Context: an optimization exercise on an open-source flow, tuned for small area, a short achievable clock period and few clock cycles per item. The choices shown serve that exercise and are no tape-out recipe.
No run shown here included a check of the RTL's function; only the layout flow was run.
Power is estimated from default activity; no workload was simulated.

**flow/design.v**
```verilog
`default_nettype none
package frgbe_pkg;
   localparam logic [62:0] BlackThreshold = 63'h3E112E0BE826D695;
   localparam logic [10:0] OverflowExp = 11'd1150;
   localparam logic [10:0] ExpBase = 11'd984;
   function automatic logic [7:0] exp_byte(input logic [7:0] e);
      logic [7:0] r;
      logic [8:0] c;
      localparam logic [7:0] K = 8'd90;
      c[0] = 1'b0;
      for (int k = 0; k < 8; k++) begin
         if (K[k]) begin
            r[k] = ~(e[k] ^ c[k]);
            c[k + 1] = e[k] | c[k];
         end else begin
            r[k] = e[k] ^ c[k];
            c[k + 1] = e[k] & c[k];
         end
      end
      exp_byte = r;
   endfunction
   function automatic logic below_threshold(input logic [62:0] x);
      logic [63:0] lt, gt;
      lt = '0;
      gt = '0;
      for (int i = 0; i < 63; i++) begin
         lt[i] = ~x[i] & BlackThreshold[i];
         gt[i] = x[i] & ~BlackThreshold[i];
      end
      for (int w = 1; w < 64; w = w * 2) begin
         for (int i = 0; i + w < 64; i = i + 2 * w) begin
            lt[i] = lt[i + w] | (~gt[i + w] & lt[i]);
            gt[i] = gt[i + w] | (~lt[i + w] & gt[i]);
         end
      end
      below_threshold = lt[0];
   endfunction
endpackage
`default_nettype wire
`default_nettype none
module frgbe_max
(
   input  wire logic [63:0] in_bits,
   output logic [7:0]       out_exp,
   output logic             out_below,
   output logic             out_inf,
   output logic             out_over
);
   logic ones, frac_nz, valid;
   logic [10:0] off;
   always_comb begin
      ones = &in_bits[62:52];
      frac_nz = |in_bits[51:0];
      valid = !in_bits[63] && !ones;
      off = in_bits[62:52] - frgbe_pkg::ExpBase;
      out_exp = (valid && in_bits[62:52] > frgbe_pkg::ExpBase) ? off[7:0] : 8'd0;
      out_inf = !in_bits[63] && ones && !frac_nz;
      out_over = valid && (in_bits[62:52] >= frgbe_pkg::OverflowExp);
      out_below = in_bits[63] || (ones && frac_nz) ||
                  frgbe_pkg::below_threshold(in_bits[62:0]);
   end
endmodule
`default_nettype wire
`default_nettype none
module frgbe_scale
(
   input  wire logic [7:0]  e0, e1, e2,
   input  wire logic [6:0]  f0, f1, f2,
   input  wire logic        black,
   input  wire logic        over,
   output logic [31:0]      out_word
);
   logic [8:0] d01, d02, d12;
   logic sel0, sel1, sel2;
   logic [2:0] n01, n02, n12, sh0, sh1, sh2;
   logic z0, z1, z2;
   logic [7:0] m0, m1, m2, eb;
   function automatic logic ge8(input logic [8:0] d);
      ge8 = !d[8] && (d[7:3] != 5'd0);
   endfunction
   function automatic logic le8n(input logic [8:0] d);
      le8n = d[8] && ((d[7:3] != 5'h1F) || (d[2:0] == 3'd0));
   endfunction
   always_comb begin
      d01 = {1'b0, e0} - {1'b0, e1};
      d02 = {1'b0, e0} - {1'b0, e2};
      d12 = {1'b0, e1} - {1'b0, e2};
      n01 = 3'd0 - d01[2:0];
      n02 = 3'd0 - d02[2:0];
      n12 = 3'd0 - d12[2:0];
      sel0 = !d01[8] && !d02[8];
      sel1 = !sel0 && !d12[8];
      sel2 = !sel0 && !sel1;
      z0 = (sel1 && le8n(d01)) || (sel2 && le8n(d02));
      sh0 = sel1 ? n01 : (sel2 ? n02 : 3'd0);
      z1 = (sel0 && ge8(d01)) || (sel2 && le8n(d12));
      sh1 = sel0 ? d01[2:0] : (sel2 ? n12 : 3'd0);
      z2 = (sel0 && ge8(d02)) || (sel1 && ge8(d12));
      sh2 = sel0 ? d02[2:0] : (sel1 ? d12[2:0] : 3'd0);
      m0 = {1'b1, f0} >> sh0;
      m1 = {1'b1, f1} >> sh1;
      m2 = {1'b1, f2} >> sh2;
      eb = sel0 ? frgbe_pkg::exp_byte(e0) :
           (sel1 ? frgbe_pkg::exp_byte(e1) : frgbe_pkg::exp_byte(e2));
      if (black) out_word = '0;
      else if (over) out_word = '1;
      else out_word = {eb, z2 ? 8'd0 : m2, z1 ? 8'd0 : m1, z0 ? 8'd0 : m0};
   end
endmodule
`default_nettype wire
`default_nettype none
module float_to_rgbe_encode
(
   input  wire logic         clock,
   input  wire logic         reset,
   input  wire logic         req_tvalid,
   output logic              req_tready,
   input  wire logic [191:0] req_tdata,   
   output logic              rsp_tvalid,
   input  wire logic         rsp_tready,
   output logic [31:0]       rsp_tdata    
);
   logic adv, v1_ff, idle2_ff;
   logic [31:0] w_ff, w_in;
   logic [7:0] e0, e1, e2, e0_ff, e1_ff, e2_ff;
   logic [6:0] f0_ff, f1_ff, f2_ff;
   logic b0, b1, b2, i0, i1, i2, o0, o1, o2;
   logic black_ff, over_ff;
   frgbe_max u_c0 (.in_bits(req_tdata[63:0]), .out_exp(e0),
                   .out_below(b0), .out_inf(i0), .out_over(o0));
   frgbe_max u_c1 (.in_bits(req_tdata[127:64]), .out_exp(e1),
                   .out_below(b1), .out_inf(i1), .out_over(o1));
   frgbe_max u_c2 (.in_bits(req_tdata[191:128]), .out_exp(e2),
                   .out_below(b2), .out_inf(i2), .out_over(o2));
   frgbe_scale u_scale (.e0(e0_ff), .e1(e1_ff), .e2(e2_ff), .f0(f0_ff), .f1(f1_ff), .f2(f2_ff),
                        .black(black_ff), .over(over_ff), .out_word(w_in));
   assign adv = idle2_ff || rsp_tready;
   assign req_tready = adv;
   always_ff @(posedge clock) begin
      if (reset) begin
         v1_ff <= 1'b0;
         idle2_ff <= 1'b1;
      end else if (adv) begin
         v1_ff <= req_tvalid;
         idle2_ff <= !v1_ff;
      end
      if (adv) begin
         e0_ff <= e0;
         e1_ff <= e1;
         e2_ff <= e2;
         f0_ff <= req_tdata[51:45];
         f1_ff <= req_tdata[115:109];
         f2_ff <= req_tdata[179:173];
         black_ff <= b0 && b1 && b2;
         over_ff <= i0 || i1 || i2 || o0 || o1 || o2;
         w_ff <= w_in;
      end
   end
   assign rsp_tvalid = !idle2_ff;
   assign rsp_tdata = w_ff;
endmodule
`default_nettype wire
```
**flow/flow/run.sh**
```bash
#!/bin/bash
# Standard layout, except that the port buffers are the smallest buffer cell
# instead of the delay buffer buffer_ports picks by default. Each tool's full
# output lands in the ORFS logs under orfs/logs; make's own output in make.log.
set -euo pipefail
export BUFFER_PORTS_ARGS="-buffer_cell sky130_fd_sc_hd__buf_1"
bash standard.sh > make.log 2>&1
```
**flow/standard.sh**
```bash
#!/bin/bash
# synth_recipe.tcl (not shown) runs the flow's synth.tcl, then flattens the netlist and writes it again
# the make line also repeats each setting of config.mk as NAME=value (left out here)
make -C /OpenROAD-flow-scripts/flow DESIGN_CONFIG=/design/flow/config.mk WORK_HOME=/design/flow/orfs CLKGATE_MAP_FILE= SYNTH_SCRIPT=/design/flow/synth_recipe.tcl "${@:-finish}"
```
**flow/config.mk**
```make
export PLATFORM = sky130hd
export DESIGN_NAME = float_to_rgbe_encode
export DESIGN_NICKNAME = float_to_rgbe_encode
export VERILOG_FILES = /design/flow/design.v
export SDC_FILE = /design/flow/constraint.sdc
export NUM_CORES = 4
export LEC_CHECK = 0
export ABC_AREA = 1
export CAP_MARGIN = 20
export CORE_MARGIN = 2
export CORE_UTILIZATION = 40
export CTS_BUF_LIST = sky130_fd_sc_hd__clkbuf_4 sky130_fd_sc_hd__clkbuf_8
export CTS_CLUSTER_SIZE = 30
export SETUP_SLACK_MARGIN = 3.5
export SLEW_MARGIN = 20
```
**flow/constraint.sdc**
```tcl
create_clock -name core_clock -period 6.3 [get_ports {clock}]
set_input_delay 1.2600 -clock core_clock [delete_from_list [all_inputs] [get_ports {clock}]]
set_output_delay 1.2600 -clock core_clock [all_outputs]
set_load 0.01 [all_outputs]
```
==> summary.md, run 1 <==
| Metric | Value |
|---|---|
| Total negative slack for setup checks | `0 ns` |
| Drt drc | `0` |
| Shortest period the worst path allows | `2.94 ns` |
| Biggest area consumer among synthesized cells | `sky130_fd_sc_hd__edfxtp_1` |
| Detailed-route via count | `8,056` |
| Vertical die dimension | `141 um` |
| Most used DFF post-synth | `sky130_fd_sc_hd__edfxtp_1` |
| Number of sinks handled by clock tree synthesis | `81` |
| Per-cell via count in the routed design | `5.15` |
| DR pass1 iterations | `5` |
| Number of clock buffers inserted by TritonCTS | `9` |
| Sw Pwr | `1030 uW` |
| Leading post-synthesis cells by instance count | `sky130_fd_sc_hd__nand2_1 (247), sky130_fd_sc_hd__inv_1 (179), sky130_fd_sc_hd__nand3_1 (130), sky130_fd_sc_hd__nor2_1 (100), sky130_fd_sc_hd__edfxtp_1 (79)` |
| Setup skew after layout | `0.0128 ns` |
| Number of pins with negative max-slew slack in the final report | `0` |
| Yosys synthesis warning count | `3` |
| Number of I/O port buffers | `229` |
| Global-route usage over all layers | `21.8%` |
| Leak pwr | `0.00425 uW` |
| Number of storage elements in the synthesis netlist | `81` |
| Via count of the first global-routing pass | `7,292` |
| Clk Latency, worst-skew pair | `0.38 ns` |
| Proportion of power drawn by flip-flops and latches | `30.9%` |
| Worst Path Required | `5.04 ns` |
| Hold Crit Depth | `1` |
| Total I/O pin count | `230` |
| Sequential share of the synthesized area | `32.0%` |
| RD Place Congestion | `0.911` |
| Portion of total power attributed to combinational logic | `53.4%` |
| HPWL after detailed placement | `17.9 mm` |
| Critical path arrival | `1.68 ns` |
| Area of the core | `18,600 um^2` |
| Number of standard-cell rows in the floorplan | `50` |
| R2R cell count | `15` |
| Fraction of the cycle the final worst path needs | `46.6%` |
| Areal power density over the cells | `248 nW/um^2` |
| Outcome | `no timing/DRC/antenna violations` |
| Clock tree buffer depth | `2` |
| Highest clock frequency the design can meet | `0.341 GHz` |
| Cell types with the largest area share after synthesis | `sky130_fd_sc_hd__edfxtp_1 (32%), sky130_fd_sc_hd__nand2_1 (12%), sky130_fd_sc_hd__inv_1 (8.9%), sky130_fd_sc_hd__nand3_1 (8.6%), sky130_fd_sc_hd__ha_1 (8.0%)` |
| Number of antenna violations at the first check in global routing | `0` |
| Internal portion of total power | `1280 uW` |
| Sort of element at the start of the critical path | `input port` |
| CTS tree | `done` |
| Worst slew margin relative to its limit | `31.4%` |
| Diodes inserted | `0` |
| Global route overflow | `0` |
| Cts-stage hold buffer count | `0` |
| Count of flip-flops with a built-in enable after synthesis | `79` |
| Number of maximum-capacitance constraint violations | `0` |
| # setup viols final | `0` |
| Pin count of the biggest net entering global routing | `81` |
| Final Hold Slack | `0.452 ns` |
| Synth top area share | `31.5%` |
| Max H-tree Level | `3` |
| Layout overhead on the synthesized area | `23.9%` |
| Die span in x | `141 um` |
| Async SR Flop Fraction | `0%` |
| Share of total power consumed by net switching | `44.5%` |
| Hold Violations, Final | `0` |
| Capturing element type of the critical path | `output port` |
| Class of the most critical hold timing path | `reg2reg` |
| Setup repair after global routing missed its margin | `yes` |
| Setup Crit Path Kind | `in2out` |
| Layout net count | `1,571` |
| Crit-path max FO | `2` |
| Post-Syn Instances | `1,068` |
| Total wire length after detailed routing | `22.2 mm` |
| Ratio of cells with drive above 1 in the final layout | `12.1%` |
| Clock transition at the register clock pins on the worst setup and hold paths after CTS | `0.09 ns` |
| Clk root buf | `sky130_fd_sc_hd__clkbuf_8` |
| Nets in the synthesized netlist | `1,315` |
| Starting DRC count in detailed routing | `591` |
| Average cell area after synthesis | `7.05 um^2` |
| Power share of the clock group | `15.7%` |
| Post-detailed-route count of antenna-violating nets | `0` |
| Area of the die | `19,900 um^2` |
| Actual slew at the worst max-slew pin | `1.02 ns` |
| Netlist cell types | `59` |
| Max IR drop VDD | `0.130 mV` |
| Wire length of the first global-routing pass | `35.0 mm` |
| Area of the mapped netlist | `7530 um^2` |
| Initial Util | `40.5%` |
| Most instantiated library cell after synthesis | `sky130_fd_sc_hd__nand2_1` |
| Average wire length per cell after detail routing | `14.2 um` |
| End-of-flow core utilization | `50.2%` |
worst paths after layout:
path	slack, ns	start	endpoint
max	3.36	rsp_tready	req_tready
min	0.45	v1_ff	idle2_ff
max reg2reg	3.51	e0_ff[0]	w_ff[0]
min reg2reg	0.45	v1_ff	idle2_ff
power by group through the flow:
| stage | sequential [uW] | combinational (uW) | clock [uW] |
|---|---|---|---|
| detailed placement | 727 | 1040 | 0 |
| global placement | 728 | 1050 | 0 |
| global route | 722 | 1380 | 392 |
| finish | 715 | 1230 | 364 |
| floorplan | 744 | 736 | 0 |
| CTS | 715 | 1070 | 376 |
cell type report:
cell class              count  area [um^2]
flip-flops and latches     81         2410
well taps                 234          293
clock inverters             5         37.5
fillers                  1875         9250
repair buffers            251         1060
multi-input cells         792         4650
inverters                 189          733
clock buffers              11          145
cells in the final DEF, fill, tap and decap left out, types with 4 or more instances in the layout:
cell and instances:
sky130_fd_sc_hd__nor2_1 98, sky130_fd_sc_hd__ha_2 4, sky130_fd_sc_hd__o21ai_0 26, sky130_fd_sc_hd__nor4_1 27, sky130_fd_sc_hd__or2_2 8, sky130_fd_sc_hd__a21oi_1 52
sky130_fd_sc_hd__nand3_2 22, sky130_fd_sc_hd__ha_1 38, sky130_fd_sc_hd__nand2_4 14, sky130_fd_sc_hd__buf_1 227, sky130_fd_sc_hd__ha_4 6, sky130_fd_sc_hd__nand3_1 121
sky130_fd_sc_hd__inv_4 4, sky130_fd_sc_hd__inv_2 13, sky130_fd_sc_hd__o21bai_1 6, sky130_fd_sc_hd__buf_6 4, sky130_fd_sc_hd__nor3_1 18, sky130_fd_sc_hd__clkbuf_8 10
sky130_fd_sc_hd__inv_1 168, sky130_fd_sc_hd__nand4_1 19, sky130_fd_sc_hd__a21oi_2 14, sky130_fd_sc_hd__buf_4 19, sky130_fd_sc_hd__nand2_2 13, sky130_fd_sc_hd__edfxtp_1 79
sky130_fd_sc_hd__nand3b_1 9, sky130_fd_sc_hd__nand2_1 240, sky130_fd_sc_hd__o31ai_1 4
repair_timing:
action | in CTS | in global routing
cloned | 0 | 2
resized for setup | 6 | 73
pin swaps | 3 | 34
setup buffers | 5 | 15
endpoints found under the setup margin | 12 | 30
worst max-delay path: stages:
cell,delay [ns]
sky130_fd_sc_hd__buf_6,0.09
sky130_fd_sc_hd__nor2_4,0.10
sky130_fd_sc_hd__clkinvlp_4,0.10
sky130_fd_sc_hd__buf_6,0.12
registers in the layout, indices dropped and copies added (netlist names), 7 cells and up:
| signal | count |
|---|---|
| w_ff | 32 |
| e0_ff | 8 |
| e1_ff | 8 |
| e2_ff | 8 |
| f0_ff | 7 |
| f1_ff | 7 |
| f2_ff | 7 |
routing by layer:
metal	share of wire (%)	GRT usage (%)	wire length (um)	vias up
li1	-	-	-	4118
met1	46	30.0	10100	3627
met2	46	35.6	10300	282
met3	5.8	3.57	1290	29
met4	1.9	5.89	432	0
met5	0	0	0	-
stage by stage:
step / setup WS, ns / instance area (um^2) / total power [uW] / cells
final: 3.36 / 9330 / 2310 / 1563
after global routing: 3.34 / 9330 / 2490 / 1563
after CTS: 3.34 / 8910 / 2160 / 1546
after detailed placement: 3.31 / 8660 / 1770 / 1525
after global placement: 3.30 / 8660 / 1770 / 1525
after floorplan: 2.71 / 7540 / 1480 / 1068
cells by family (layout without fill, tap and decap cells):
family	count (synthesis)	after routing	synth area share (%)
DFF	81	81	32.0
buffers and inverters	197	456	10.2
and+or+nand+nor	601	603	37.7
adders and majority gates	51	51	8.78
AOI/OAI and AO/OA	132	132	10.6
xor gates and xnor gates	6	6	0.698
==> run 2: changes to the inputs <==
--- a/flow/config.mk
+++ b/flow/config.mk
@@ -10,6 +10,7 @@
 export CORE_MARGIN = 2
 export CORE_UTILIZATION = 40
-export CTS_BUF_LIST = sky130_fd_sc_hd__clkbuf_4 sky130_fd_sc_hd__clkbuf_8
+export CTS_BUF_LIST = sky130_fd_sc_hd__clkbuf_8
+export CTS_CLUSTER_DIAMETER = 100
 export CTS_CLUSTER_SIZE = 30
-export SETUP_SLACK_MARGIN = 3.5
+export SETUP_SLACK_MARGIN = 3.4
 export SLEW_MARGIN = 20
==> run 2 against run 1 <==
Effect of this change:
- sequential share of layout area grew 0.64 points
- cell count shrank 0.45%
- synthesized area is the same
- clock power grew 15%
- first-iteration DRC count grew 2.9%
- global-route usage grew 0.37 points
- wire length is essentially flat
- combinational power shrank 7%
- via count shrank 0.89%
- utilization shrank 1.2 points
- clock skew grew 0.0020 ns
- critical endpoint unchanged
- highest routed layer unchanged
==> summary.md, run 2 <==
| Metric | Value |
|---|---|
| Diodes inserted | `0 (unchanged)` |
| Hold path startpoint | `v1_ff (unchanged)` |
| Highest clock frequency the design can meet | `0.338 GHz (was 0.341 GHz)` |
| Async SR Flop Fraction | `0% (unchanged)` |
| Hold Violations, Final | `0 (unchanged)` |
| Total I/O pin count | `230 (unchanged)` |
| Wire length of the first global-routing pass | `35.5 mm (was 35.0 mm)` |
| Global route overflow | `0 (unchanged)` |
| Initial Util | `40.5% (unchanged)` |
| Areal power density over the cells | `251 nW/um^2 (was 248 nW/um^2)` |
| Class of the most critical hold timing path | `reg2reg (unchanged)` |
| Number of I/O port buffers | `229 (unchanged)` |
| Synth top area share | `31.5% (unchanged)` |
| Layout overhead on the synthesized area | `20.9% (was 23.9%)` |
| Capturing element type of the critical path | `output port (unchanged)` |
| Register ranked first by flip-flop count | `w_ff (unchanged)` |
| Met2 capacity usage during global routing | `35.5% (was 35.6%)` |
| Worst Path Required | `5.04 ns (about the same)` |
| CTS tree | `done (unchanged)` |
| Final standard cell area without fillers | `9100 um^2 (was 9330 um^2)` |
| GRT Max-Usage Layer | `met2 (unchanged)` |
| Number of storage elements in the synthesis netlist | `81 (unchanged)` |
| Worst reg2reg startpoint | `e1_ff[0] (was e0_ff[0])` |
| Clk root buf | `sky130_fd_sc_hd__clkbuf_8 (unchanged)` |
| Area of the mapped netlist | `7530 um^2 (unchanged)` |
| Total wire length after detailed routing | `22.2 mm (about the same)` |
| Register-to-register setup slack | `3.52 ns (was 3.51 ns)` |
| Critical path's most frequent cell | `sky130_fd_sc_hd__buf_6 (unchanged)` |
| Post-detailed-route count of antenna-violating nets | `0 (unchanged)` |
| Pin count of the biggest net entering global routing | `81 (unchanged)` |
| Reg-to-reg critical path endpoint | `w_ff[11] (was w_ff[0])` |
| Per-cell via count in the routed design | `5.13 (was 5.15)` |
| Hold Crit Depth | `1 (unchanged)` |
| Leak pwr | `0.00421 uW (was 0.00425 uW)` |
| Most instantiated library cell after synthesis | `sky130_fd_sc_hd__nand2_1 (unchanged)` |
| DR pass1 iterations | `5 (unchanged)` |
| Most used DFF post-synth | `sky130_fd_sc_hd__edfxtp_1 (unchanged)` |
| Critical path arrival | `1.70 ns (was 1.68 ns)` |
| Placed cell areas | `8650 um^2 (was 8660 um^2)` |
| Number of standard-cell rows in the floorplan | `50 (unchanged)` |
| RD Place Congestion | `0.976 (was 0.911)` |
| Crit-path max FO | `2 (unchanged)` |
| Met3 usage in global routing | `4.35% (was 3.57%)` |
| Max stage delay on crit path | `0.12 ns (about the same)` |
| Outcome | `no timing/DRC/antenna violations (unchanged)` |
| Sequential share of the synthesized area | `32.0% (unchanged)` |
| Average cell area after synthesis | `7.05 um^2 (unchanged)` |
| Starting DRC count in detailed routing | `608 (was 591)` |
| Average wire length per cell after detail routing | `14.3 um (was 14.2 um)` |
| CP max stage cell | `sky130_fd_sc_hd__nor2_4 (was sky130_fd_sc_hd__buf_6)` |
| Max H-tree Level | `3 (unchanged)` |
| Clock tree buffer depth | `2 (unchanged)` |
| Worst min-delay path endpoint | `idle2_ff (unchanged)` |
| Leading post-synthesis cells by instance count | `sky130_fd_sc_hd__nand2_1 (247), sky130_fd_sc_hd__inv_1 (179), sky130_fd_sc_hd__nand3_1 (130), sky130_fd_sc_hd__nor2_1 (100), sky130_fd_sc_hd__edfxtp_1 (79) (unchanged)` |
| Met1 demand-to-capacity share in global routing | `30.7% (was 30.0%)` |
| R2R cell count | `17 (was 15)` |
| Max reg flops | `32 (unchanged)` |
| Total negative slack for setup checks | `0 ns (unchanged)` |
| Post-Syn Instances | `1,068 (unchanged)` |
| Clk Latency, worst-skew pair | `0.38 ns (about the same)` |
| Setup skew after layout | `0.0149 ns (was 0.0128 ns)` |
| Setup repair after global routing missed its margin | `yes (unchanged)` |
| Actual slew at the worst max-slew pin | `1.00 ns (was 1.02 ns)` |
| Commonest cells after routing, fill and taps aside | `sky130_fd_sc_hd__nand2_1 (242), sky130_fd_sc_hd__buf_1 (227), sky130_fd_sc_hd__inv_1 (174) (was sky130_fd_sc_hd__nand2_1 (240), sky130_fd_sc_hd__buf_1 (227), sky130_fd_sc_hd__inv_1 (168))` |
| Number of clock buffers inserted by TritonCTS | `9 (unchanged)` |
| Ratio of cells with drive above 1 in the final layout | `8.70% (was 12.1%)` |
| Area of the core | `18,600 um^2 (unchanged)` |
| Clock transition at the register clock pins on the worst setup and hold paths after CTS | `0.10 ns (was 0.09 ns)` |
| Biggest area consumer among synthesized cells | `sky130_fd_sc_hd__edfxtp_1 (unchanged)` |
| Launching element of the worst setup path | `rsp_tready (unchanged)` |
| Area of the die | `19,900 um^2 (unchanged)` |
| Vertical die dimension | `141 um (unchanged)` |
| Fraction of the cycle the final worst path needs | `47.0% (was 46.6%)` |
| HPWL after detailed placement | `18.4 mm (was 17.9 mm)` |
| Via count of the first global-routing pass | `7,325 (was 7,292)` |
| Sort of element at the start of the critical path | `input port (unchanged)` |
| Shortest period the worst path allows | `2.96 ns (was 2.94 ns)` |
| Die span in x | `141 um (unchanged)` |
| Leading cell type in the layout, fill and taps excluded | `sky130_fd_sc_hd__nand2_1 (unchanged)` |
| Number of maximum-capacitance constraint violations | `0 (unchanged)` |
| Netlist cell types | `59 (unchanged)` |
| Cts-stage hold buffer count | `0 (unchanged)` |
| Total power | `2290 uW (was 2310 uW)` |
| Max IR drop VDD | `0.113 mV (was 0.130 mV)` |
| Layout net count | `1,564 (was 1,571)` |
| Crit-path cells | `buf_6, nor2_4, clkinvlp_4, buf_6 (unchanged)` |
| Cell types with the largest area share after synthesis | `sky130_fd_sc_hd__edfxtp_1 (32%), sky130_fd_sc_hd__nand2_1 (12%), sky130_fd_sc_hd__inv_1 (8.9%), sky130_fd_sc_hd__nand3_1 (8.6%), sky130_fd_sc_hd__ha_1 (8.0%) (unchanged)` |
| Number of pins with negative max-slew slack in the final report | `0 (unchanged)` |
| Yosys synthesis warning count | `3 (unchanged)` |
| Global-route usage over all layers | `22.2% (was 21.8%)` |
| Count of flip-flops with a built-in enable after synthesis | `79 (unchanged)` |
| Setup Crit Path Kind | `in2out (unchanged)` |
| Worst slew margin relative to its limit | `33.2% (was 31.4%)` |
| Number of sinks handled by clock tree synthesis | `81 (unchanged)` |
| Drt drc | `0 (unchanged)` |
| Detailed-route via count | `7,984 (was 8,056)` |
| Filler Cell Count | `1,905 (was 1,875)` |
| Nets in the synthesized netlist | `1,315 (unchanged)` |
| Number of antenna violations at the first check in global routing | `0 (unchanged)` |
| # setup viols final | `0 (unchanged)` |
==> run 2: cell types whose count changed in the layout (fill, tap and decap cells not counted), moves of 4 or more <==
cell	change
sky130_fd_sc_hd__inv_2	-4
sky130_fd_sc_hd__nand3_2	-8
sky130_fd_sc_hd__inv_1	+6
sky130_fd_sc_hd__ha_4	-5
sky130_fd_sc_hd__a21oi_1	+10
sky130_fd_sc_hd__a21oi_2	-10
sky130_fd_sc_hd__ha_2	-4
sky130_fd_sc_hd__ha_1	+9
sky130_fd_sc_hd__nand3_1	+7
==> run 2: layout make-up <==
class                   instances  area, um^2  area share [%]
multi-input cells             791        4470            49.1
flip-flops and latches         81        2410            26.5
repair buffers                245         995            10.9
inverters                     189         726            7.97
well taps                     234         293            3.22
clock buffers                   9         124            1.36
clock inverters                 7        86.3           0.948
==> run 2: how the worst max path moves through the flow <==
stage / endpoint / slack [ns] / cells past startpoint
after floorplan: req_tready / 2.71 / 2
final: req_tready / 3.34 / 4
after global routing: req_tready / 3.31 / 4
after detailed placement: black_ff / 3.30 / 9
after CTS: req_tready / 3.34 / 4
after global placement: black_ff / 3.28 / 9
==> run 2: metal layers <==
| layer | part of all wire (%) | up-vias |
|---|---|---|
| met5 | 0 | - |
| met4 | 2.1 | 0 |
| met3 | 6.5 | 37 |
| met2 | 45 | 291 |
| met1 | 46 | 3563 |
| li1 | - | 4093 |
==> run 2: critical path, delay by kind of cell <==
| kind | cells | cell delay, ns |
|---|---|---|
| and+or+nand+nor | 1 | 0.12 |
| buffers and inverters | 3 | 0.31 |
==> run 2: cells by family (layout without fill, tap and decap cells) <==
group / count (synthesis) / after routing / share of synthesized area, %
AOI/OAI and AO/OA: 132 / 132 / 10.6
xor gates and xnor gates: 6 / 6 / 0.698
adders and majority gates: 51 / 51 / 8.78
buffers and inverters: 197 / 450 / 10.2
DFF: 81 / 81 / 32.0
and+or+nand+nor: 601 / 602 / 37.7
==> run 2: timing repair <==
action,in CTS,in global routing
setup buffers,0,15
cloned,0,1
resized for setup,0,30
endpoints found under the setup margin,1,28
pin swaps,0,5
==> run 2: report_power, final <==
group	internal, uW	leakage (uW)	total [uW]	switching [uW]
Combinational	398	0.00321	1150	750
Sequential	680	0.000897	721	40.3
Clock	191	0.000104	417	226
==> run 2: metrics by stage <==
step | util (%) | setup slack [ns] | hold slack, ns | std cells
final | 49.0 | 3.34 | 0.466 | 1556
after global routing | 49.0 | 3.31 | 0.489 | 1556
after CTS | 47.7 | 3.34 | 0.463 | 1540
after detailed placement | 46.6 | 3.30 | 0.448 | 1524
after global placement | 46.6 | 3.28 | 0.438 | 1524
after floorplan | - | 2.71 | 0.425 | 1068
==> run 3: changes to the inputs <==
--- a/flow/design.v
+++ b/flow/design.v
@@ -67,7 +67,7 @@
    input  wire logic [7:0]  e0, e1, e2,
    input  wire logic [6:0]  f0, f1, f2,
-   input  wire logic        black,
-   input  wire logic        over,
-   output logic [31:0]      out_word
+   output logic [7:0]       out_eb,
+   output logic [7:0]       out_m0, out_m1, out_m2,
+   output logic             out_z0, out_z1, out_z2
 );
    logic [8:0] d01, d02, d12;
@@ -103,7 +103,11 @@
       eb = sel0 ? frgbe_pkg::exp_byte(e0) :
            (sel1 ? frgbe_pkg::exp_byte(e1) : frgbe_pkg::exp_byte(e2));
-      if (black) out_word = '0;
-      else if (over) out_word = '1;
-      else out_word = {eb, z2 ? 8'd0 : m2, z1 ? 8'd0 : m1, z0 ? 8'd0 : m0};
+      out_eb = eb;
+      out_m0 = m0;
+      out_m1 = m1;
+      out_m2 = m2;
+      out_z0 = z0;
+      out_z1 = z1;
+      out_z2 = z2;
    end
 endmodule
@@ -122,5 +126,6 @@
 );
    logic adv, v1_ff, idle2_ff;
-   logic [31:0] w_ff, w_in;
+   logic [7:0] eb_in, m0_in, m1_in, m2_in, eb_ff, m0_ff, m1_ff, m2_ff;
+   logic z0_in, z1_in, z2_in, z0_ff, z1_ff, z2_ff, black2_ff, over2_ff;
    logic [7:0] e0, e1, e2, e0_ff, e1_ff, e2_ff;
    logic [6:0] f0_ff, f1_ff, f2_ff;
@@ -134,5 +139,6 @@
                    .out_below(b2), .out_inf(i2), .out_over(o2));
    frgbe_scale u_scale (.e0(e0_ff), .e1(e1_ff), .e2(e2_ff), .f0(f0_ff), .f1(f1_ff), .f2(f2_ff),
-                        .black(black_ff), .over(over_ff), .out_word(w_in));
+                        .out_eb(eb_in), .out_m0(m0_in), .out_m1(m1_in), .out_m2(m2_in),
+                        .out_z0(z0_in), .out_z1(z1_in), .out_z2(z2_in));
    assign adv = idle2_ff || rsp_tready;
    assign req_tready = adv;
@@ -154,9 +160,21 @@
          black_ff <= b0 && b1 && b2;
          over_ff <= i0 || i1 || i2 || o0 || o1 || o2;
-         w_ff <= w_in;
+         eb_ff <= eb_in;
+         m0_ff <= m0_in;
+         m1_ff <= m1_in;
+         m2_ff <= m2_in;
+         z0_ff <= z0_in;
+         z1_ff <= z1_in;
+         z2_ff <= z2_in;
+         black2_ff <= black_ff;
+         over2_ff <= over_ff;
       end
    end
    assign rsp_tvalid = !idle2_ff;
-   assign rsp_tdata = w_ff;
+   always_comb begin
+      if (black2_ff) rsp_tdata = '0;
+      else if (over2_ff) rsp_tdata = '1;
+      else rsp_tdata = {eb_ff, z2_ff ? 8'd0 : m2_ff, z1_ff ? 8'd0 : m1_ff, z0_ff ? 8'd0 : m0_ff};
+   end
 endmodule
 `default_nettype wire
--- a/flow/config.mk
+++ b/flow/config.mk
@@ -6,10 +6,9 @@
 export NUM_CORES = 4
 export LEC_CHECK = 0
-export ABC_AREA = 1
+export ABC_AREA = 0
 export CAP_MARGIN = 20
 export CORE_MARGIN = 2
 export CORE_UTILIZATION = 40
-export CTS_BUF_LIST = sky130_fd_sc_hd__clkbuf_8
-export CTS_CLUSTER_DIAMETER = 100
+export CTS_BUF_LIST = sky130_fd_sc_hd__clkbuf_4 sky130_fd_sc_hd__clkbuf_8
 export CTS_CLUSTER_SIZE = 30
 export SETUP_SLACK_MARGIN = 3.4
==> run 3 against run 2 <==
Effect of this change:
- still clean
- utilization increased by 6.2 points
- design area is 0.26% higher
- maximum frequency shrank 8.1%
- synthesized area down 10%
- critical path type is now reg2reg
- largest cell class unchanged
- highest routed layer unchanged
==> summary.md, run 3 <==
| Metric | Value |
|---|---|
| Outcome | `no timing/DRC/antenna violations (unchanged)` |
| End-of-flow core utilization | `55.2% (was 49.0%)` |
| Via count of the first global-routing pass | `6,465 (was 7,325)` |
| Post-placement worst setup slack | `2.65 ns (was 3.30 ns)` |
| CP max stage cell | `sky130_fd_sc_hd__edfxtp_1 (was sky130_fd_sc_hd__nor2_4)` |
| Starting DRC count in detailed routing | `539 (was 608)` |
| RD Place Congestion | `0.900 (was 0.976)` |
| Sequential share of the synthesized area | `37.9% (was 32.0%)` |
| Hold path startpoint | `black_ff (was v1_ff)` |
| Total power | `2570 uW (was 2290 uW)` |
| Most used DFF post-synth | `sky130_fd_sc_hd__edfxtp_1 (unchanged)` |
| Wire length of the first global-routing pass | `31.9 mm (was 35.5 mm)` |
| Cell types with the largest area share after synthesis | `sky130_fd_sc_hd__edfxtp_1 (37%), sky130_fd_sc_hd__ha_1 (8.9%), sky130_fd_sc_hd__nor2_1 (5.9%), sky130_fd_sc_hd__a21oi_1 (4.8%), sky130_fd_sc_hd__mux2i_1 (3.8%) (was sky130_fd_sc_hd__edfxtp_1 (32%), sky130_fd_sc_hd__nand2_1 (12%), sky130_fd_sc_hd__inv_1 (8.9%), sky130_fd_sc_hd__nand3_1 (8.6%), sky130_fd_sc_hd__ha_1 (8.0%))` |
| Clk Latency, worst-skew pair | `0.38 ns (about the same)` |
| Total negative slack for setup checks | `0 ns (unchanged)` |
| Setup repair after global routing missed its margin | `yes (unchanged)` |
| Number of standard-cell rows in the floorplan | `47 (was 50)` |
| Yosys synthesis warning count | `3 (unchanged)` |
| Dominant combinational cell family by area after synthesis | `simple AND/OR/NAND/NOR gates (unchanged)` |
| # setup viols final | `0 (unchanged)` |
| Global route overflow | `0 (unchanged)` |
| Hold Violations, Final | `0 (unchanged)` |
| Actual slew at the worst max-slew pin | `1.06 ns (was 1.00 ns)` |
| Ratio of cells with drive above 1 in the final layout | `17.0% (was 8.70%)` |
| Average cell area after synthesis | `9.14 um^2 (was 7.05 um^2)` |
| Count of flip-flops with a built-in enable after synthesis | `84 (was 79)` |
| Layout net count | `1,278 (was 1,564)` |
| Capturing element type of the critical path | `flip-flop (was output port)` |
| Shortest period the worst path allows | `3.22 ns (was 2.96 ns)` |
| Leading post-synthesis cells by instance count | `sky130_fd_sc_hd__nor2_1 (107), sky130_fd_sc_hd__edfxtp_1 (84), sky130_fd_sc_hd__a21oi_1 (65), sky130_fd_sc_hd__inv_1 (49), sky130_fd_sc_hd__ha_1 (48) (was sky130_fd_sc_hd__nand2_1 (247), sky130_fd_sc_hd__inv_1 (179), sky130_fd_sc_hd__nand3_1 (130), sky130_fd_sc_hd__nor2_1 (100), sky130_fd_sc_hd__edfxtp_1 (79))` |
| Nets in the synthesized netlist | `987 (was 1,315)` |
| Xor/xnor cell area share of the yosys netlist | `3.37% (was 0.698%)` |
| HPWL after detailed placement | `15.5 mm (was 18.4 mm)` |
| Register-to-register setup slack | `3.08 ns (was 3.52 ns)` |
| Number of pins with negative max-slew slack in the final report | `0 (unchanged)` |
| Commonest cells after routing, fill and taps aside | `sky130_fd_sc_hd__buf_1 (227), sky130_fd_sc_hd__nor2_1 (99), sky130_fd_sc_hd__edfxtp_1 (84) (was sky130_fd_sc_hd__nand2_1 (242), sky130_fd_sc_hd__buf_1 (227), sky130_fd_sc_hd__inv_1 (174))` |
| Worst Path Required | `6.43 ns (was 5.04 ns)` |
| Vertical die dimension | `134 um (was 141 um)` |
| Setup Crit Path Kind | `reg2reg (was in2out)` |
| Class of the most critical hold timing path | `reg2reg (unchanged)` |
| Fraction of the cycle the final worst path needs | `51.2% (was 47.0%)` |
| Total wire length after detailed routing | `21.1 mm (was 22.2 mm)` |
| Average wire length per cell after detail routing | `16.8 um (was 14.3 um)` |
| Worst slew margin relative to its limit | `29.5% (was 33.2%)` |
| Leak pwr | `0.00342 uW (was 0.00421 uW)` |
| Number of clock buffers inserted by TritonCTS | `9 (unchanged)` |
| Netlist cell types | `64 (was 59)` |
| Area of the die | `18,000 um^2 (was 19,900 um^2)` |
| DR pass1 iterations | `5 (unchanged)` |
| CTS tree | `done (unchanged)` |
| Number of I/O port buffers | `229 (unchanged)` |
| Area of the core | `16,500 um^2 (was 18,600 um^2)` |
| Critical path arrival | `3.35 ns (was 1.70 ns)` |
| Simple logic cell fraction of the synthesized area | `20.9% (was 37.7%)` |
| Detailed-route via count | `6,793 (was 7,984)` |
| Diodes inserted | `0 (unchanged)` |
| Global-route usage over all layers | `22.5% (was 22.2%)` |
| Final critical-path setup slack | `3.08 ns (was 3.34 ns)` |
| Number of maximum-capacitance constraint violations | `0 (unchanged)` |
| Final standard cell area without fillers | `9130 um^2 (was 9100 um^2)` |
| Crit-path cells | `inv_2, ha_4, inv_2, fa_2, a21o_1, a221oi_2, buf_4, buf_6, buf_6, buf_6, buf_6, buf_6, buf_6, buf_6, buf_6, xnor2_4, nand4_1, a22o_1 (was buf_6, nor2_4, clkinvlp_4, buf_6)` |
| Clock tree buffer depth | `2 (unchanged)` |
| Worst min-delay path endpoint | `black2_ff (was idle2_ff)` |
| Critical path's most frequent cell | `sky130_fd_sc_hd__buf_6 (unchanged)` |
| Adder and majority gate portion of the synthesized area | `9.77% (was 8.78%)` |
| Most instantiated library cell after synthesis | `sky130_fd_sc_hd__nor2_1 (was sky130_fd_sc_hd__nand2_1)` |
| Pin count of the biggest net entering global routing | `86 (was 81)` |
| Crit-path max FO | `2 (unchanged)` |
| Multiplexer area fraction after synthesis | `6.51% (was 0%)` |
| Synth top area share | `37.3% (was 31.5%)` |
| Clk root buf | `sky130_fd_sc_hd__clkbuf_8 (unchanged)` |
| Sort of element at the start of the critical path | `flip-flop (was input port)` |
| Placed cell areas | `7940 um^2 (was 8650 um^2)` |
| Reg-to-reg critical path endpoint | `z0_ff (was w_ff[11])` |
| Highest clock frequency the design can meet | `0.310 GHz (was 0.338 GHz)` |
| Max H-tree Level | `3 (unchanged)` |
| Biggest area consumer among synthesized cells | `sky130_fd_sc_hd__edfxtp_1 (unchanged)` |
| Clock transition at the register clock pins on the worst setup and hold paths after CTS | `0.08 ns (was 0.10 ns)` |
| Drt drc | `0 (unchanged)` |
| Setup skew after layout | `0.00934 ns (was 0.0149 ns)` |
| Number of sinks handled by clock tree synthesis | `86 (was 81)` |
| Hold Crit Depth | `0 (was 1)` |
| Layout overhead on the synthesized area | `35.0% (was 20.9%)` |
| Total I/O pin count | `230 (unchanged)` |
| Async SR Flop Fraction | `0% (unchanged)` |
| Synthesized-area fraction occupied by ao, oa, aoi and oai cells | `17.5% (was 10.6%)` |
| Per-cell via count in the routed design | `5.41 (was 5.13)` |
| Leading cell type in the layout, fill and taps excluded | `sky130_fd_sc_hd__buf_1 (was sky130_fd_sc_hd__nand2_1)` |
| Launching element of the worst setup path | `e0_ff[0] (was rsp_tready)` |
| Post-detailed-route count of antenna-violating nets | `0 (unchanged)` |
| Die span in x | `134 um (was 141 um)` |
| Max IR drop VDD | `0.132 mV (was 0.113 mV)` |
| Number of storage elements in the synthesis netlist | `86 (was 81)` |
| R2R cell count | `18 (was 17)` |
| Max stage delay on crit path | `0.40 ns (was 0.12 ns)` |
| Number of antenna violations at the first check in global routing | `0 (unchanged)` |
| Post-Syn Instances | `740 (was 1,068)` |
| Area of the mapped netlist | `6760 um^2 (was 7530 um^2)` |
| Worst reg2reg startpoint | `e0_ff[0] (was e1_ff[0])` |
| Areal power density over the cells | `281 nW/um^2 (was 251 nW/um^2)` |
| Initial Util | `40.9% (was 40.5%)` |
-- run 3: worst max path at each step --
stage / to / cells past startpoint
after floorplan: req_tready / 2
after global placement: m0_ff[3] / 13
final: z0_ff / 18
after detailed placement: m0_ff[3] / 13
after global routing: m2_ff[1] / 13
after CTS: z0_ff / 18
-- run 3: layout make-up --
type                            instances  area [um^2]
Fill cell                            1494         7400
Multi-Input combinational cell        588         4320
Sequential cell                        86         2560
Timing Repair Buffer                  297         1580
Tap cell                              220          275
Inverter                               49          188
Clock buffer                            9          124
Clock inverter                          6         77.6
-- run 3: critical path: cells and delay by family, from the launching register on --
family / cells / cell delay, ns
xor gates and xnor gates: 1 / 0.12
adders and majority gates: 2 / 0.50
buffers and inverters: 11 / 1.01
DFF: 1 / 0.40
and+or+nand+nor: 1 / 0.14
AOI/OAI and AO/OA: 3 / 0.80
-- run 3: timing repair --
item / in CTS / in global routing
buffers inserted: 47 / 16
pin swaps: 26 / 32
gates resized for setup: 39 / 72
endpoints found under the setup margin: 59 / 35
hold buffers: 0 / 0
cloned: 1 / 1
-- run 3: power breakdown --
group / switching (uW) / internal [uW] / total [uW] / leakage [uW]
Combinational: 675 / 634 / 1310 / 0.00239
Clock: 190 / 217 / 407 / 0.000104
Sequential: 53.4 / 798 / 851 / 0.000929
Total: 918 / 1650 / 2570 / 0.00342
-- run 3: cell families (layout without fill, tap and decap cells) --
group | count (synthesis) | after routing
fa+ha+maj | 51 | 51
flops | 86 | 86
xor+xnor | 26 | 26
compound gates | 182 | 182
mux | 39 | 39
buf+inv | 66 | 361
simple gates | 290 | 290
-- run 3: metrics by stage --
step | hold WS, ns | std cells
floorplan | 0.400 | 740
global placement | 0.405 | 1175
detailed placement | 0.405 | 1175
CTS | 0.420 | 1238
global route | 0.426 | 1255
finish | 0.417 | 1255
-- run 3: routing by layer --
metal  vias up  part of all wire (%)  GRT usage [%]
met5         -                     0              0
met4         0                   1.8           6.09
met3        28                   5.8           3.33
met2       256                    50           38.9
met1      3146                    42           29.5
li1       3363                     -              -
==> run 4: changes to the inputs <==
--- a/flow/config.mk
+++ b/flow/config.mk
@@ -6,5 +6,5 @@
 export NUM_CORES = 4
 export LEC_CHECK = 0
-export ABC_AREA = 0
+export ABC_AREA = 1
 export CAP_MARGIN = 20
 export CORE_MARGIN = 2
==> run 4 against run 3 <==
Effect of this change:
- still clean
- maximum frequency increased by 7.6%
- clock power fell by 9.3%
- synthesized area is 14% higher
- worst hold slack improved by 0.047 ns
==> summary.md, run 4 <==
| Metric | Value |
|---|---|
| Cell types with the largest area share after synthesis | `sky130_fd_sc_hd__edfxtp_1 (33%), sky130_fd_sc_hd__nand2_1 (15%), sky130_fd_sc_hd__nor2_1 (8.2%), sky130_fd_sc_hd__ha_1 (7.8%), sky130_fd_sc_hd__nand3_1 (7.5%) (was sky130_fd_sc_hd__edfxtp_1 (37%), sky130_fd_sc_hd__ha_1 (8.9%), sky130_fd_sc_hd__nor2_1 (5.9%), sky130_fd_sc_hd__a21oi_1 (4.8%), sky130_fd_sc_hd__mux2i_1 (3.8%))` |
| Areal power density over the cells | `253 nW/um^2 (was 281 nW/um^2)` |
| Pin count of the biggest net entering global routing | `46 (was 86)` |
| Max H-tree Level | `3 (unchanged)` |
| Final Hold Slack | `0.463 ns (was 0.417 ns)` |
| Count of flip-flops with a built-in enable after synthesis | `84 (unchanged)` |
| Setup Crit Path Kind | `in2out (was reg2reg)` |
| Number of maximum-capacitance constraint violations | `0 (unchanged)` |
| Leading cell type in the layout, fill and taps excluded | `sky130_fd_sc_hd__nand2_1 (was sky130_fd_sc_hd__buf_1)` |
| Layout net count | `1,606 (was 1,278)` |
| Fraction of the cycle the final worst path needs | `47.6% (was 51.2%)` |
| Number of sinks handled by clock tree synthesis | `86 (unchanged)` |
| Biggest area consumer among synthesized cells | `sky130_fd_sc_hd__edfxtp_1 (unchanged)` |
| CP max stage cell | `sky130_fd_sc_hd__clkinvlp_4 (was sky130_fd_sc_hd__edfxtp_1)` |
| Hold Crit Depth | `1 (was 0)` |
| Per-cell via count in the routed design | `4.89 (was 5.41)` |
| Clock transition at the register clock pins on the worst setup and hold paths after CTS | `0.08 ns (about the same)` |
| Number of pins with negative max-slew slack in the final report | `0 (unchanged)` |
| Class of the most critical hold timing path | `reg2reg (unchanged)` |
| Number of I/O port buffers | `229 (unchanged)` |
| Area of the core | `18,800 um^2 (was 16,500 um^2)` |
| Clk root buf | `sky130_fd_sc_hd__clkbuf_8 (unchanged)` |
| Average cell area after synthesis | `6.93 um^2 (was 9.14 um^2)` |
| Number of standard-cell rows in the floorplan | `50 (was 47)` |
| Worst reg2reg startpoint | `e0_ff[0] (unchanged)` |
| Average wire length per cell after detail routing | `13.1 um (was 16.8 um)` |
| Setup skew after layout | `0.00835 ns (was 0.00934 ns)` |
| Critical path arrival | `1.74 ns (was 3.35 ns)` |
| Yosys synthesis warning count | `3 (unchanged)` |
| Ratio of cells with drive above 1 in the final layout | `6.38% (was 17.0%)` |
| Worst Path Required | `5.04 ns (was 6.43 ns)` |
| Leak pwr | `0.00413 uW (was 0.00342 uW)` |
| DR pass1 iterations | `6 (was 5)` |
| CTS tree | `done (unchanged)` |
| WP depth | `4 (was 18)` |
| Detailed-route via count | `7,940 (was 6,793)` |
| Global-route usage over all layers | `20.8% (was 22.5%)` |
| HPWL after detailed placement | `17.5 mm (was 15.5 mm)` |
| Max stage delay on crit path | `0.14 ns (was 0.40 ns)` |
| Critical path's most frequent cell | `sky130_fd_sc_hd__buf_6 (unchanged)` |
| Commonest cells after routing, fill and taps aside | `sky130_fd_sc_hd__nand2_1 (300), sky130_fd_sc_hd__buf_1 (227), sky130_fd_sc_hd__nor2_1 (167) (was sky130_fd_sc_hd__buf_1 (227), sky130_fd_sc_hd__nor2_1 (99), sky130_fd_sc_hd__edfxtp_1 (84))` |
| Sort of element at the start of the critical path | `input port (was flip-flop)` |
| Launching element of the worst setup path | `rsp_tready (was e0_ff[0])` |
| Worst slew margin relative to its limit | `37.1% (was 29.5%)` |
| Cell count after placement | `1,596 (was 1,175)` |
| Vertical die dimension | `143 um (was 134 um)` |
| Area of the die | `20,400 um^2 (was 18,000 um^2)` |
| Reg-to-reg critical path endpoint | `m2_ff[1] (was z0_ff)` |
| Initial Util | `41.0% (was 40.9%)` |
| Wire length of the first global-routing pass | `33.7 mm (was 31.9 mm)` |
| Register-to-register setup slack | `3.59 ns (was 3.08 ns)` |
| Total wire length after detailed routing | `21.3 mm (was 21.1 mm)` |
| Via count of the first global-routing pass | `7,069 (was 6,465)` |
| Setup repair after global routing missed its margin | `yes (unchanged)` |
| Total I/O pin count | `230 (unchanged)` |
| Diodes inserted | `0 (unchanged)` |
| Leading post-synthesis cells by instance count | `sky130_fd_sc_hd__nand2_1 (300), sky130_fd_sc_hd__nor2_1 (168), sky130_fd_sc_hd__inv_1 (150), sky130_fd_sc_hd__nand3_1 (115), sky130_fd_sc_hd__edfxtp_1 (84) (was sky130_fd_sc_hd__nor2_1 (107), sky130_fd_sc_hd__edfxtp_1 (84), sky130_fd_sc_hd__a21oi_1 (65), sky130_fd_sc_hd__inv_1 (49), sky130_fd_sc_hd__ha_1 (48))` |
| Area of the mapped netlist | `7720 um^2 (was 6760 um^2)` |
| R2R cell count | `16 (was 18)` |
| Crit path buf inv count | `3 (was 11)` |
| Post-route non-filler standard cell count | `1,623 (was 1,255)` |
| Clk Latency, worst-skew pair | `0.37 ns (was 0.38 ns)` |
| Most used DFF post-synth | `sky130_fd_sc_hd__edfxtp_1 (unchanged)` |
| # setup viols final | `0 (unchanged)` |
| Max IR drop VDD | `0.0910 mV (was 0.132 mV)` |
| Nets in the synthesized netlist | `1,361 (was 987)` |
| Capturing element type of the critical path | `output port (was flip-flop)` |
| Hold Violations, Final | `0 (unchanged)` |
| Global route overflow | `0 (unchanged)` |
| Family with the most delay on the worst path | `buffers and inverters (unchanged)` |
| Crit-path max FO | `2 (unchanged)` |
| RD Place Congestion | `0.931 (was 0.900)` |
| Number of storage elements in the synthesis netlist | `86 (unchanged)` |
| Post-detailed-route count of antenna-violating nets | `0 (unchanged)` |
| Sequential share of the synthesized area | `33.2% (was 37.9%)` |
| Layout overhead on the synthesized area | `18.9% (was 35.0%)` |
| Total power | `2320 uW (was 2570 uW)` |
| Number of clock buffers inserted by TritonCTS | `9 (unchanged)` |
| Netlist cell types | `49 (was 64)` |
| Highest clock frequency the design can meet | `0.334 GHz (was 0.310 GHz)` |
| Outcome | `no timing/DRC/antenna violations (unchanged)` |
| Shortest period the worst path allows | `3.00 ns (was 3.22 ns)` |
| Clock tree buffer depth | `2 (unchanged)` |
| Most instantiated library cell after synthesis | `sky130_fd_sc_hd__nand2_1 (was sky130_fd_sc_hd__nor2_1)` |
| Synth top area share | `32.7% (was 37.3%)` |
| Die span in x | `143 um (was 134 um)` |
| Drt drc | `0 (unchanged)` |
| Async SR Flop Fraction | `0% (unchanged)` |
| Post-Syn Instances | `1,114 (was 740)` |
| Total negative slack for setup checks | `0 ns (unchanged)` |
| Number of antenna violations at the first check in global routing | `0 (unchanged)` |
| Crit-path cells | `buf_6, nor2_4, clkinvlp_4, buf_6 (was inv_2, ha_4, inv_2, fa_2, a21o_1, a221oi_2, buf_4, buf_6, buf_6, buf_6, buf_6, buf_6, buf_6, buf_6, buf_6, xnor2_4, nand4_1, a22o_1)` |
| Worst setup path end | `req_tready (was z0_ff)` |
| Starting DRC count in detailed routing | `417 (was 539)` |
| Actual slew at the worst max-slew pin | `0.939 ns (was 1.06 ns)` |
-- run 4: cell types whose count changed after synthesis, moves of 10 or more --
cell | before | now
sky130_fd_sc_hd__mux2i_1 | 26 | 0
sky130_fd_sc_hd__nor2_1 | 107 | 168
sky130_fd_sc_hd__or4_1 | 11 | 0
sky130_fd_sc_hd__nand3_1 | 19 | 115
sky130_fd_sc_hd__nand2_1 | 42 | 300
sky130_fd_sc_hd__inv_1 | 49 | 150
sky130_fd_sc_hd__nand3_2 | 0 | 10
sky130_fd_sc_hd__o21ai_0 | 31 | 19
sky130_fd_sc_hd__and2_1 | 16 | 5
sky130_fd_sc_hd__nor4_1 | 25 | 4
sky130_fd_sc_hd__mux2_2 | 10 | 0
-- run 4: kinds of logic (layout without fill, tap and decap cells) --
kind of cell	count (synthesis)	count (layout)	synth area share [%]
XOR/XNOR	15	15	1.70
AND/OR/NAND/NOR	674	675	38.7
adder cells (fa/ha/maj)	51	51	8.56
buffers and inverters	170	418	8.63
flip-flops	86	86	33.2
AO/OA/AOI/OAI	118	118	9.24
-- run 4: final cells by class --
type	instances	area, um^2
inverter	162	628
multi-input combinational	859	4510
timing repair inverter	3	17.5
timing repair buffer	238	942
clock buffer	10	131
sequential	86	2560
fill	1969	9660
clock inverter	5	52.6
tap	260	325
-- run 4: how the worst min path moves through the flow --
stage / from / endpoint / slack (ns)
after floorplan: black_ff / black2_ff / 0.40
after global placement: v1_ff / idle2_ff / 0.45
after detailed placement: v1_ff / idle2_ff / 0.46
after CTS: v1_ff / idle2_ff / 0.46
after global routing: v1_ff / idle2_ff / 0.48
final: v1_ff / idle2_ff / 0.46
-- run 4: per-layer routing --
metal	up-vias	global-route usage, %	wire length (um)
li1	4169	-	-
met1	3493	27.9	9830
met2	250	35.3	10100
met3	28	2.55	1060
met4	0	5.78	357
met5	-	0	0
-- run 4: repair_timing --
action                     4_1_cts  5_1_grt
cloned                           3        1
setup endpoints to repair       33       14
hold buffers                     0        0
setup buffers                    6        2
pin swaps                        1        2
gates resized for setup          6        3
-- run 4: metrics by stage --
step | util, % | setup slack (ns) | instance area, um^2
floorplan | - | 2.66 | 7730
global placement | 47.1 | 2.54 | 8870
detailed placement | 47.1 | 2.52 | 8870
CTS | 48.5 | 3.30 | 9140
global route | 48.7 | 3.30 | 9170
finish | 48.7 | 3.30 | 9170
-- run 4: where the power goes --
group	total, uW	internal [uW]	leakage (uW)	switching, uW
Clock	369	183	0.0000953	186
Sequential	861	811	0.000932	50.2
Combinational	1090	382	0.00311	704
==> run 5: changes to the inputs <==
==> flow/flow/run.sh (replaced) <==
#!/bin/bash
# Standard layout, except that the port buffers are the smallest buffer cell
# instead of the delay buffer buffer_ports picks by default, and that the
# rsp_tready and req_tready pins are placed side by side (io.tcl), as the
# only path from an input port to an output port runs between them.
# Each tool's full output lands in the ORFS logs under orfs/logs; make's own
# output in make.log.
set -euo pipefail
export BUFFER_PORTS_ARGS="-buffer_cell sky130_fd_sc_hd__buf_1"
export IO_CONSTRAINTS="$PWD/flow/io.tcl"
bash standard.sh > make.log 2>&1
==> flow/flow/io.tcl (new file) <==
# keep the two ready pins next to each other
set_io_pin_constraint -group -order -pin_names {rsp_tready req_tready}
--- a/flow/config.mk
+++ b/flow/config.mk
@@ -10,5 +10,6 @@
 export CORE_MARGIN = 2
 export CORE_UTILIZATION = 40
-export CTS_BUF_LIST = sky130_fd_sc_hd__clkbuf_4 sky130_fd_sc_hd__clkbuf_8
+export CTS_BUF_LIST = sky130_fd_sc_hd__clkbuf_8
+export CTS_CLUSTER_DIAMETER = 100
 export CTS_CLUSTER_SIZE = 30
 export SETUP_SLACK_MARGIN = 3.4
==> run 5 against run 4 <==
Effect of this change:
- clock skew up 0.0053 ns
- die area unchanged
- non-clock buffer count up 1
- largest cell class unchanged
- first-iteration DRC count up 10%
- still clean
- via count down 1.6%
- largest power group unchanged
- clock power up 17%
- cell count up 0.12%
- sequential power about the same
- critical path depth unchanged
- combinational power about the same
- critical endpoint unchanged
- setup slack better by 0.0077 ns
==> summary.md, run 5 <==
| Metric | Value |
|---|---|
| Capturing element type of the critical path | `output port (unchanged)` |
| Average wire length per cell after detail routing | `13.1 um (about the same)` |
| Count of flip-flops with a built-in enable after synthesis | `84 (unchanged)` |
| Diodes inserted | `0 (unchanged)` |
| Netlist cell types | `49 (unchanged)` |
| Internal portion of total power | `1420 uW (was 1380 uW)` |
| Detailed-route via count | `7,810 (was 7,940)` |
| RD Place Congestion | `0.947 (was 0.931)` |
| Clk Latency, worst-skew pair | `0.38 ns (was 0.37 ns)` |
| Sort of element at the start of the critical path | `input port (unchanged)` |
| Area of the mapped netlist | `7720 um^2 (unchanged)` |
| Clock tree buffer depth | `2 (unchanged)` |
| Layout net count | `1,607 (was 1,606)` |
| Portion of total power attributed to combinational logic | `45.5% (was 46.9%)` |
| Starting DRC count in detailed routing | `460 (was 417)` |
| Synth top area share | `32.7% (unchanged)` |
| Die span in x | `143 um (unchanged)` |
| Vertical die dimension | `143 um (unchanged)` |
| Via count of the first global-routing pass | `7,148 (was 7,069)` |
| Commonest cells after routing, fill and taps aside | `sky130_fd_sc_hd__nand2_1 (300), sky130_fd_sc_hd__buf_1 (227), sky130_fd_sc_hd__nor2_1 (167) (unchanged)` |
| Area of the core | `18,800 um^2 (unchanged)` |
| CTS tree | `done (unchanged)` |
| Sw Pwr | `959 uW (was 940 uW)` |
| Area of the die | `20,400 um^2 (unchanged)` |
| Shortest period the worst path allows | `2.99 ns (was 3.00 ns)` |
| Cell types with the largest area share after synthesis | `sky130_fd_sc_hd__edfxtp_1 (33%), sky130_fd_sc_hd__nand2_1 (15%), sky130_fd_sc_hd__nor2_1 (8.2%), sky130_fd_sc_hd__ha_1 (7.8%), sky130_fd_sc_hd__nand3_1 (7.5%) (unchanged)` |
| Filler Cell Count | `1,970 (was 1,969)` |
| Proportion of power drawn by flip-flops and latches | `36.3% (was 37.2%)` |
| Nets in the synthesized netlist | `1,361 (unchanged)` |
| Post-detailed-route count of antenna-violating nets | `0 (unchanged)` |
| Setup Crit Path Kind | `in2out (unchanged)` |
| Async SR Flop Fraction | `0% (unchanged)` |
| DR pass1 iterations | `4 (was 6)` |
| Number of clock buffers inserted by TritonCTS | `9 (unchanged)` |
| Number of maximum-capacitance constraint violations | `0 (unchanged)` |
| Layout overhead on the synthesized area | `19.5% (was 18.9%)` |
| Areal power density over the cells | `258 nW/um^2 (was 253 nW/um^2)` |
| Biggest area consumer among synthesized cells | `sky130_fd_sc_hd__edfxtp_1 (unchanged)` |
| Initial Util | `41.0% (unchanged)` |
| Average cell area after synthesis | `6.93 um^2 (unchanged)` |
| Global-route usage over all layers | `21.0% (was 20.8%)` |
| Number of standard-cell rows in the floorplan | `50 (unchanged)` |
| Final Hold Slack | `0.457 ns (was 0.463 ns)` |
| HPWL after detailed placement | `17.5 mm (about the same)` |
| Post-Syn Instances | `1,114 (unchanged)` |
| Ratio of cells with drive above 1 in the final layout | `6.45% (was 6.38%)` |
| Critical path arrival | `1.73 ns (was 1.74 ns)` |
| Most used DFF post-synth | `sky130_fd_sc_hd__edfxtp_1 (unchanged)` |
| Total wire length after detailed routing | `21.3 mm (about the same)` |
| Number of antenna violations at the first check in global routing | `0 (unchanged)` |
| Sequential share of the synthesized area | `33.2% (unchanged)` |
| Number of storage elements in the synthesis netlist | `86 (unchanged)` |
| Drt drc | `0 (unchanged)` |
| Yosys synthesis warning count | `3 (unchanged)` |
| Pin count of the biggest net entering global routing | `46 (unchanged)` |
| Wire length of the first global-routing pass | `34.0 mm (was 33.7 mm)` |
| Leading post-synthesis cells by instance count | `sky130_fd_sc_hd__nand2_1 (300), sky130_fd_sc_hd__nor2_1 (168), sky130_fd_sc_hd__inv_1 (150), sky130_fd_sc_hd__nand3_1 (115), sky130_fd_sc_hd__edfxtp_1 (84) (unchanged)` |
| Power share of the clock group | `18.2% (was 15.9%)` |
| Worst Path Required | `5.04 ns (about the same)` |
| Per-cell via count in the routed design | `4.81 (was 4.89)` |
| Total negative slack for setup checks | `0 ns (unchanged)` |
| Leading cell type in the layout, fill and taps excluded | `sky130_fd_sc_hd__nand2_1 (unchanged)` |
| Most instantiated library cell after synthesis | `sky130_fd_sc_hd__nand2_1 (unchanged)` |
| Outcome | `no timing/DRC/antenna violations (unchanged)` |
| Fraction of the cycle the final worst path needs | `47.4% (was 47.6%)` |
| # setup viols final | `0 (unchanged)` |
| Max H-tree Level | `3 (unchanged)` |
| Clock transition at the register clock pins on the worst setup and hold paths after CTS | `0.09 ns (was 0.08 ns)` |
| Actual slew at the worst max-slew pin | `0.840 ns (was 0.939 ns)` |
| Hold Violations, Final | `0 (unchanged)` |
| Share of total power consumed by net switching | `40.3% (was 40.6%)` |
| Setup skew after layout | `0.0136 ns (was 0.00835 ns)` |
| Number of I/O port buffers | `229 (unchanged)` |
| Max IR drop VDD | `0.116 mV (was 0.0910 mV)` |
| Clk root buf | `sky130_fd_sc_hd__clkbuf_8 (unchanged)` |
| Leak pwr | `0.00416 uW (was 0.00413 uW)` |
| Setup repair after global routing missed its margin | `yes (unchanged)` |
| Number of sinks handled by clock tree synthesis | `86 (unchanged)` |
| Crit-path max FO | `2 (unchanged)` |
| Total I/O pin count | `230 (unchanged)` |
| Worst slew margin relative to its limit | `43.7% (was 37.1%)` |
| Number of pins with negative max-slew slack in the final report | `0 (unchanged)` |
| Global route overflow | `0 (unchanged)` |
| Cts-stage hold buffer count | `0 (unchanged)` |
| Highest clock frequency the design can meet | `0.335 GHz (was 0.334 GHz)` |
| Class of the most critical hold timing path | `reg2reg (unchanged)` |
==> run 5: cell types whose count changed in the layout (fill, tap and decap cells not counted), sizes merged <==
cell    change
buf         +1
bufinv      +1
clkbuf      -1
clkinv      -2
inv         +3
==> run 5: final cells by class <==
cell class / count / area (um^2) / area share [%]
clock buffers: 9 / 124 / 1.34
clock inverters: 7 / 97.6 / 1.06
inverters: 162 / 628 / 6.81
multi-input cells: 859 / 4520 / 49.0
flip-flops and latches: 86 / 2560 / 27.8
well taps: 260 / 325 / 3.53
repair buffers: 239 / 950 / 10.3
repair inverters: 3 / 17.5 / 0.190
==> run 5: power groups by stage <==
stage	logic, uW	clock network, uW	registers [uW]
after global placement	1030	0	887
final	1080	432	863
after global routing	1240	465	876
after CTS	1070	441	864
after detailed placement	1040	0	888
after floorplan	783	0	856
==> run 5: cells by family (layout without fill, tap and decap cells) <==
kind of cell    Yosys count  after routing  share of synthesized area, %
xor+xnor                 15             15                          1.70
compound gates          118            118                          9.24
buf+inv                 170            420                          8.63
flops                    86             86                          33.2
fa+ha+maj                51             51                          8.56
simple gates            674            675                          38.7
==> run 5: worst max-delay path: stages <==
cell and delay [ns]:
sky130_fd_sc_hd__buf_6 0.10, sky130_fd_sc_hd__nor2_4 0.12, sky130_fd_sc_hd__clkinvlp_4 0.12, sky130_fd_sc_hd__buf_6 0.13
==> run 5: metal layers <==
layer	share of wire, %	up-vias	routed length [um]	global-route usage (%)
li1	-	4164	-	-
met1	46	3383	9700	27.6
met3	5.3	26	1130	3.19
met2	47	237	10000	35.4
met5	0	-	0	0
met4	1.8	0	384	6.57
==> run 5: final timing paths <==
path	startpoint	end	slack (ns)	cells after the start
setup / recovery	rsp_tready	req_tready	3.31	4
hold / removal	v1_ff	idle2_ff	0.46	1
setup reg to reg	e0_ff[0]	m2_ff[1]	3.62	16
hold reg to reg	v1_ff	idle2_ff	0.46	1
==> run 5: stage by stage <==
step	setup WS, ns	utilization [%]	instances	instance area [um^2]	total power [uW]
floorplan	2.66	-	1114	7730	1640
global route	3.31	49.0	1625	9220	2580
CTS	3.34	48.7	1621	9180	2370
finish	3.31	49.0	1625	9220	2380
detailed placement	2.54	47.1	1596	8870	1930
global placement	2.57	47.1	1596	8870	1920
==> run 5: what timing repair did <==
action                                 CTS  global route
gates resized for setup                  6             4
endpoints found under the hold margin    0             0
pin swaps                                1             2
buffers inserted                         6             3
gates cloned                             3             1
setup endpoints to repair               33            16

==> re-timing with driven ports <==
The results above use ideal ports. As a check the final layouts listed here were re-extracted and re-timed, cells and wires unchanged.
Step 1 (the two cells are an assumption about what drives the block):
set clk [get_ports {clock}]
set_driving_cell -lib_cell sky130_fd_sc_hd__clkbuf_16 $clk
set_driving_cell -lib_cell sky130_fd_sc_hd__buf_2 [delete_from_list [all_inputs] $clk]
Step 2 times the ports against the registers' clock, not the clock port: input delays grow and output delays shrink by t, the midpoint of the rising clock arrivals with the driver on.
Three values: ideal, step 1, step 2; two values: the first two.
run	t, ns	setup slack, ns	worst slew at a driven data input, ns
run 1	0.411	3.364 / 3.332 / 3.310	0.05
run 2	0.411	3.338 / 3.306 / 3.285	0.04
run 3	0.409	3.077 / 3.077 / 3.038	0.06
run 4	0.398	3.304 / 3.266 / 3.266	0.07
run 5	0.413	3.312 / 3.279 / 3.279	0.07
After both steps every run listed still meets setup and hold. The setup slack of run 1, which loses most, moves by -0.032 ns with the drivers and by -0.054 ns with both steps.
